Context: an optimization exercise on an open-source flow, tuned for small area. The choices shown serve that exercise and are no tape-out recipe.
In this exercise RTL edits were held to simulation tests only and were not proved equivalent to the original.
Power is estimated from default activity; no workload was simulated.

==> flow/design.v <==
package fir_avg_pkg;
  localparam int W_DEF     = 24;
  localparam int LOG2N_DEF = 4;
  localparam int CH_DEF    = 2;
  localparam int ACC_W_DEF = W_DEF + LOG2N_DEF;
  typedef logic signed [ACC_W_DEF-1:0] acc_def_t;
endpackage
module fir_avg_delay_line
#(
  parameter int W     = fir_avg_pkg::W_DEF,
  parameter int LOG2N = fir_avg_pkg::LOG2N_DEF,
  parameter int CH    = fir_avg_pkg::CH_DEF
) (
  input  logic            clk,
  input  logic            reset,
  input  logic            we,
  input  logic            hold,
  input  logic [CH*W-1:0] din,
  output logic [CH*W-1:0] newest,
  output logic [CH*W-1:0] oldest_raw,
  output logic            inv
);
  localparam int N = 1 << LOG2N;
  logic [CH*W-1:0]        sr0_q;    
  logic [CH*W-1:0]        sr0_d;
  logic [N-1:1][CH*W-1:0] sr_q;     
  logic [N-1:1][CH*W-1:0] sr_d;
  logic [N-1:1][CH*W-1:0] sr_in;    
  logic                   inv_q;
  always_ff @(posedge clk or posedge reset) begin
    if (reset) inv_q <= 1'b0;
    else       inv_q <= ~inv_q;
  end
  fir_avg_sel_or #(.WIDTH(CH*W)) u_sel0 (
    .d0 (din),
    .s1 (hold),
    .d1 (sr0_q),
    .y  (sr0_d)
  );
  assign sr_in[1] = sr0_q ^ {(CH*W){inv_q}};
  for (genvar k = 2; k < N; k++) begin : g_in
    assign sr_in[k] = sr_q[k-1];
  end
  fir_avg_sel_n #(.WIDTH((N-1)*CH*W)) u_sel (
    .s0_n (~we),
    .d0   (sr_in),
    .s1_n (~hold),
    .d1   (sr_q),
    .y_n  (sr_d)
  );
  always_ff @(posedge clk) begin
    sr0_q <= sr0_d;
    sr_q  <= sr_d;
  end
  assign newest     = sr0_q;
  assign oldest_raw = sr_q[N-1];
  assign inv        = inv_q;
endmodule
module fir_avg_sel_or
#(
  parameter int WIDTH = 1
) (
  input  logic [WIDTH-1:0] d0,
  input  logic             s1,
  input  logic [WIDTH-1:0] d1,
  output logic [WIDTH-1:0] y
);
  assign y = d0 | ({WIDTH{s1}} & d1);
endmodule
module fir_avg_sel_n
#(
  parameter int WIDTH = 1
) (
  input  logic             s0_n,
  input  logic [WIDTH-1:0] d0,
  input  logic             s1_n,
  input  logic [WIDTH-1:0] d1,
  output logic [WIDTH-1:0] y_n
);
  assign y_n = ~(({WIDTH{s0_n}} | d0) & ({WIDTH{s1_n}} | d1));
endmodule
module fir_avg_multi
#(
  parameter int W     = fir_avg_pkg::W_DEF,
  parameter int LOG2N = fir_avg_pkg::LOG2N_DEF,
  parameter int CH    = fir_avg_pkg::CH_DEF
) (
  input  logic            clk,
  input  logic            reset,
  input  logic            isValid,
  input  logic            flush,
  input  logic            bypass,
  input  logic [CH*W-1:0] dataIn,
  output logic [CH*W-1:0] dataOut,
  output logic            outValid,
  output logic            filled
);
  localparam int N  = 1 << LOG2N;
  localparam int AW = W + LOG2N;
  localparam int CIA_BLK = 8;
  logic            accept;
  logic [CH*W-1:0] din_g;       
  logic [CH*W-1:0] newest;
  logic [CH*W-1:0] oldest_raw;
  logic            inv;
  logic [LOG2N-1:0] cnt_q;
  logic             filled_q;
  logic             vld_q;
  logic             zero_q;     
  logic             sel_avg_q;  
  logic             sel_smp_q;  
  assign accept = isValid & ~flush;
  assign din_g  = {(CH*W){isValid}} & dataIn;
  fir_avg_delay_line #(
    .W     (W),
    .LOG2N (LOG2N),
    .CH    (CH)
  ) u_delay_line (
    .clk        (clk),
    .reset      (reset),
    .we         (isValid),
    .hold       (~isValid),
    .din        (din_g),
    .newest     (newest),
    .oldest_raw (oldest_raw),
    .inv        (inv)
  );
  always_ff @(posedge clk or posedge reset) begin
    if (reset) begin
      cnt_q     <= '0;
      filled_q  <= 1'b0;
      vld_q     <= 1'b0;
      zero_q    <= 1'b1;
      sel_avg_q <= 1'b0;
      sel_smp_q <= 1'b0;
    end else begin
      vld_q  <= accept;
      zero_q <= flush;
      if (flush) begin
        cnt_q     <= '0;
        filled_q  <= 1'b0;
        sel_avg_q <= 1'b0;
        sel_smp_q <= 1'b0;
      end else if (accept) begin
        cnt_q     <= cnt_q + LOG2N'(1);
        sel_avg_q <= ~bypass;
        sel_smp_q <= bypass;
        if (cnt_q == LOG2N'(N-1)) filled_q <= 1'b1;
      end
    end
  end
  assign outValid = vld_q;
  assign filled   = filled_q;
  for (genvar c = 0; c < CH; c++) begin : g_ch
    logic                 smp_v;
    logic                 old_v;
    logic        [W-1:0]  smp_o;
    logic        [W-1:0]  old_o;
    logic signed [AW-1:0] acc_q;
    logic signed [AW-1:0] acc_nxt;
    assign smp_v = isValid;
    assign old_v = isValid & filled_q;
    assign smp_o = {~din_g[c*W+W-1], din_g[c*W +: W-1]};
    logic old_v1, old_v0;
    logic [W-1:0] old_raw, old_t;
    assign old_v1  = old_v & ~inv;
    assign old_v0  = old_v & inv;
    assign old_raw = oldest_raw[c*W +: W];
    assign old_t   = ({W{old_v1}} & old_raw) | ({W{old_v0}} & ~old_raw);
    assign old_o   = {~old_t[W-1], old_t[W-2:0]};
    logic [AW-1:0] op_a, op_b, op_c, cs_s, cs_c;
    assign op_a = zero_q ? '0 : acc_q;
    assign op_b = {{LOG2N{1'b0}}, smp_o};
    assign op_c = ~{{LOG2N{1'b0}}, old_o};
    assign cs_s = op_a ^ op_b ^ op_c;
    assign cs_c = (op_a & op_b) | (op_a & op_c) | (op_b & op_c);
    localparam int NB = (AW + CIA_BLK - 1) / CIA_BLK;
    logic [AW-1:0] cp_a, cp_b;
    logic [AW-1:0] s0;      
    logic [AW-1:0] ones;    
    logic [NB:0]   cb;      
    assign cp_a  = cs_s;
    assign cp_b  = {cs_c[AW-2:0], 1'b1};
    assign cb[0] = 1'b0;
    for (genvar j = 0; j < NB; j++) begin : g_blk
      localparam int LO = j * CIA_BLK;
      localparam int HI = (LO + CIA_BLK < AW) ? LO + CIA_BLK : AW;
      logic [HI-LO:0] rc;
      assign rc[0] = 1'b0;
      for (genvar i = LO; i < HI; i++) begin : g_bit
        assign s0[i]      = cp_a[i] ^ cp_b[i] ^ rc[i-LO];
        assign rc[i-LO+1] = (cp_a[i] & cp_b[i]) | (rc[i-LO] & (cp_a[i] ^ cp_b[i]));
        if (i == LO) begin : g_first
          assign ones[i] = 1'b1;
        end else begin : g_next
          assign ones[i] = &s0[i-1:LO];
        end
        assign acc_nxt[i] = s0[i] ^ (cb[j] & ones[i]);
      end
      assign cb[j+1] = rc[HI-LO] | (cb[j] & (&s0[HI-1:LO]));
    end
    always_ff @(posedge clk) begin
      acc_q <= acc_nxt;
    end
    assign dataOut[c*W +: W] = ({W{sel_avg_q}} & acc_q[AW-1:LOG2N])
                             | ({W{sel_smp_q}} & newest[c*W +: W]);
  end
endmodule
==> flow/config.mk <==
export PLATFORM = sky130hd
export DESIGN_NAME = fir_avg_multi
export DESIGN_NICKNAME = fir_avg_multi
export VERILOG_FILES = /design/flow/design.v
export SDC_FILE = /design/flow/constraint.sdc
export NUM_CORES = 4
export LEC_CHECK = 0
export CAP_MARGIN = 20
export CORE_MARGIN = 2
export CORE_UTILIZATION = 60
export SLEW_MARGIN = 20
export SYNTH_HIERARCHICAL = 1
export SYNTH_MINIMUM_KEEP_SIZE = 0
==> flow/constraint.sdc <==
create_clock -name core_clock -period 7.0 [get_ports {clk}]
set_input_delay 1.4000 -clock core_clock [delete_from_list [all_inputs] [get_ports {clk}]]
set_output_delay 1.4000 -clock core_clock [all_outputs]
set_load 0.01 [all_outputs]
standard.sh (not shown) runs the stock make flow with config.mk's settings and CLKGATE_MAP_FILE= SYNTH_SCRIPT=/design/flow/synth_recipe.tcl, a recipe that flattens the netlist after the stock synthesis.
==> flow/flow/run.sh <==
#!/bin/bash
# Layout flow: the standard ORFS flow (standard.sh, unchanged synthesis,
# floorplan, power grid and tap cells), with two settings of its own:
#  - port buffers are the smallest buffer (buf_1) instead of the flow's pick;
#  - clock tree: clkbuf_8 buffers in clusters of at most 20 sinks within
#    60 um, and no dummy loads at the leaves.
# make's full output goes to flow_make.log here; ORFS's per-step logs stay
# under orfs/logs/.
set -euo pipefail
bash standard.sh \
  BUFFER_PORTS_ARGS="-buffer_cell sky130_fd_sc_hd__buf_1" \
  CTS_ARGS="-sink_clustering_enable -repair_clock_nets -dont_use_dummy_load -buf_list sky130_fd_sc_hd__clkbuf_8 -sink_clustering_size 20 -sink_clustering_max_diameter 60" \
  finish > flow_make.log 2>&1
Edit:
--- a/flow/design.v
+++ b/flow/design.v
@@ -28,13 +28,14 @@
   logic [N-1:1][CH*W-1:0] sr_in;    
   logic                   inv_q;
   always_ff @(posedge clk or posedge reset) begin
     if (reset) inv_q <= 1'b0;
     else       inv_q <= ~inv_q;
   end
-  fir_avg_sel_or #(.WIDTH(CH*W)) u_sel0 (
+  fir_avg_sel #(.WIDTH(CH*W)) u_sel0 (
+    .s0 (we),
     .d0 (din),
     .s1 (hold),
     .d1 (sr0_q),
     .y  (sr0_d)
   );
   assign sr_in[1] = sr0_q ^ {(CH*W){inv_q}};
@@ -53,22 +54,23 @@
     sr_q  <= sr_d;
   end
   assign newest     = sr0_q;
   assign oldest_raw = sr_q[N-1];
   assign inv        = inv_q;
 endmodule
-module fir_avg_sel_or
+module fir_avg_sel
 #(
   parameter int WIDTH = 1
 ) (
+  input  logic             s0,
   input  logic [WIDTH-1:0] d0,
   input  logic             s1,
   input  logic [WIDTH-1:0] d1,
   output logic [WIDTH-1:0] y
 );
-  assign y = d0 | ({WIDTH{s1}} & d1);
+  assign y = ({WIDTH{s0}} & d0) | ({WIDTH{s1}} & d1);
 endmodule
 module fir_avg_sel_n
 #(
   parameter int WIDTH = 1
 ) (
   input  logic             s0_n,
@@ -96,34 +98,32 @@
   output logic            filled
 );
   localparam int N  = 1 << LOG2N;
   localparam int AW = W + LOG2N;
   localparam int CIA_BLK = 8;
   logic            accept;
-  logic [CH*W-1:0] din_g;       
   logic [CH*W-1:0] newest;
   logic [CH*W-1:0] oldest_raw;
   logic            inv;
   logic [LOG2N-1:0] cnt_q;
   logic             filled_q;
   logic             vld_q;
   logic             zero_q;     
   logic             sel_avg_q;  
   logic             sel_smp_q;  
   assign accept = isValid & ~flush;
-  assign din_g  = {(CH*W){isValid}} & dataIn;
   fir_avg_delay_line #(
     .W     (W),
     .LOG2N (LOG2N),
     .CH    (CH)
   ) u_delay_line (
     .clk        (clk),
     .reset      (reset),
-    .we         (isValid),
+    .we         (accept),
     .hold       (~isValid),
-    .din        (din_g),
+    .din        (dataIn),
     .newest     (newest),
     .oldest_raw (oldest_raw),
     .inv        (inv)
   );
   always_ff @(posedge clk or posedge reset) begin
     if (reset) begin
@@ -157,13 +157,13 @@
     logic        [W-1:0]  smp_o;
     logic        [W-1:0]  old_o;
     logic signed [AW-1:0] acc_q;
     logic signed [AW-1:0] acc_nxt;
     assign smp_v = isValid;
     assign old_v = isValid & filled_q;
-    assign smp_o = {~din_g[c*W+W-1], din_g[c*W +: W-1]};
+    assign smp_o = {~(smp_v & dataIn[c*W+W-1]), {(W-1){smp_v}} & dataIn[c*W +: W-1]};
     logic old_v1, old_v0;
     logic [W-1:0] old_raw, old_t;
     assign old_v1  = old_v & ~inv;
     assign old_v0  = old_v & inv;
     assign old_raw = oldest_raw[c*W +: W];
     assign old_t   = ({W{old_v1}} & old_raw) | ({W{old_v0}} & ~old_raw);
Result: Critical path depth goes down by 1. Clock skew went down by 0.010 ns. Final area barely changes. Via count rises by 0.72%. Clock power hardly moves. Worst setup slack improves by 0.033 ns. Die area stays flat. Clock-buffer cell count stays the same. Worst hold slack degrades by 0.038 ns. Total power is lower by about 2.4%.

## port drivers added, routing unchanged
In the flow no input, the clock included, has a driving cell. The finished layouts below were timed again as built, in two steps.
Step 1, drivers: a clkbuf_16 drives clk and a buf_2 each remaining input, both assumed.
Step 2 times the ports against the registers' clock, not the clock port: input delays grow and output delays shrink by t, the midpoint of the rising clock arrivals with the driver on.
a / b / c = ideal / step 1 / step 2; a / b = the first two.
| run | t, ns | setup WS [ns] | worst setup path at the end | worst slew at a driven data input, ns |
|---|---|---|---|---|
| the first run | 0.708 | 0.499 / 0.532 / -0.176 | input to register | 0.06 |
| the second run | 0.701 | 0.532 / 0.559 / -0.142 | input to register | 0.07 |
Met with ideal ports but missed after step 2: setup timing in the first run and the second run. The setup slack of the first run, which loses most, moves by +0.033 ns with the drivers and by -0.675 ns with both steps.
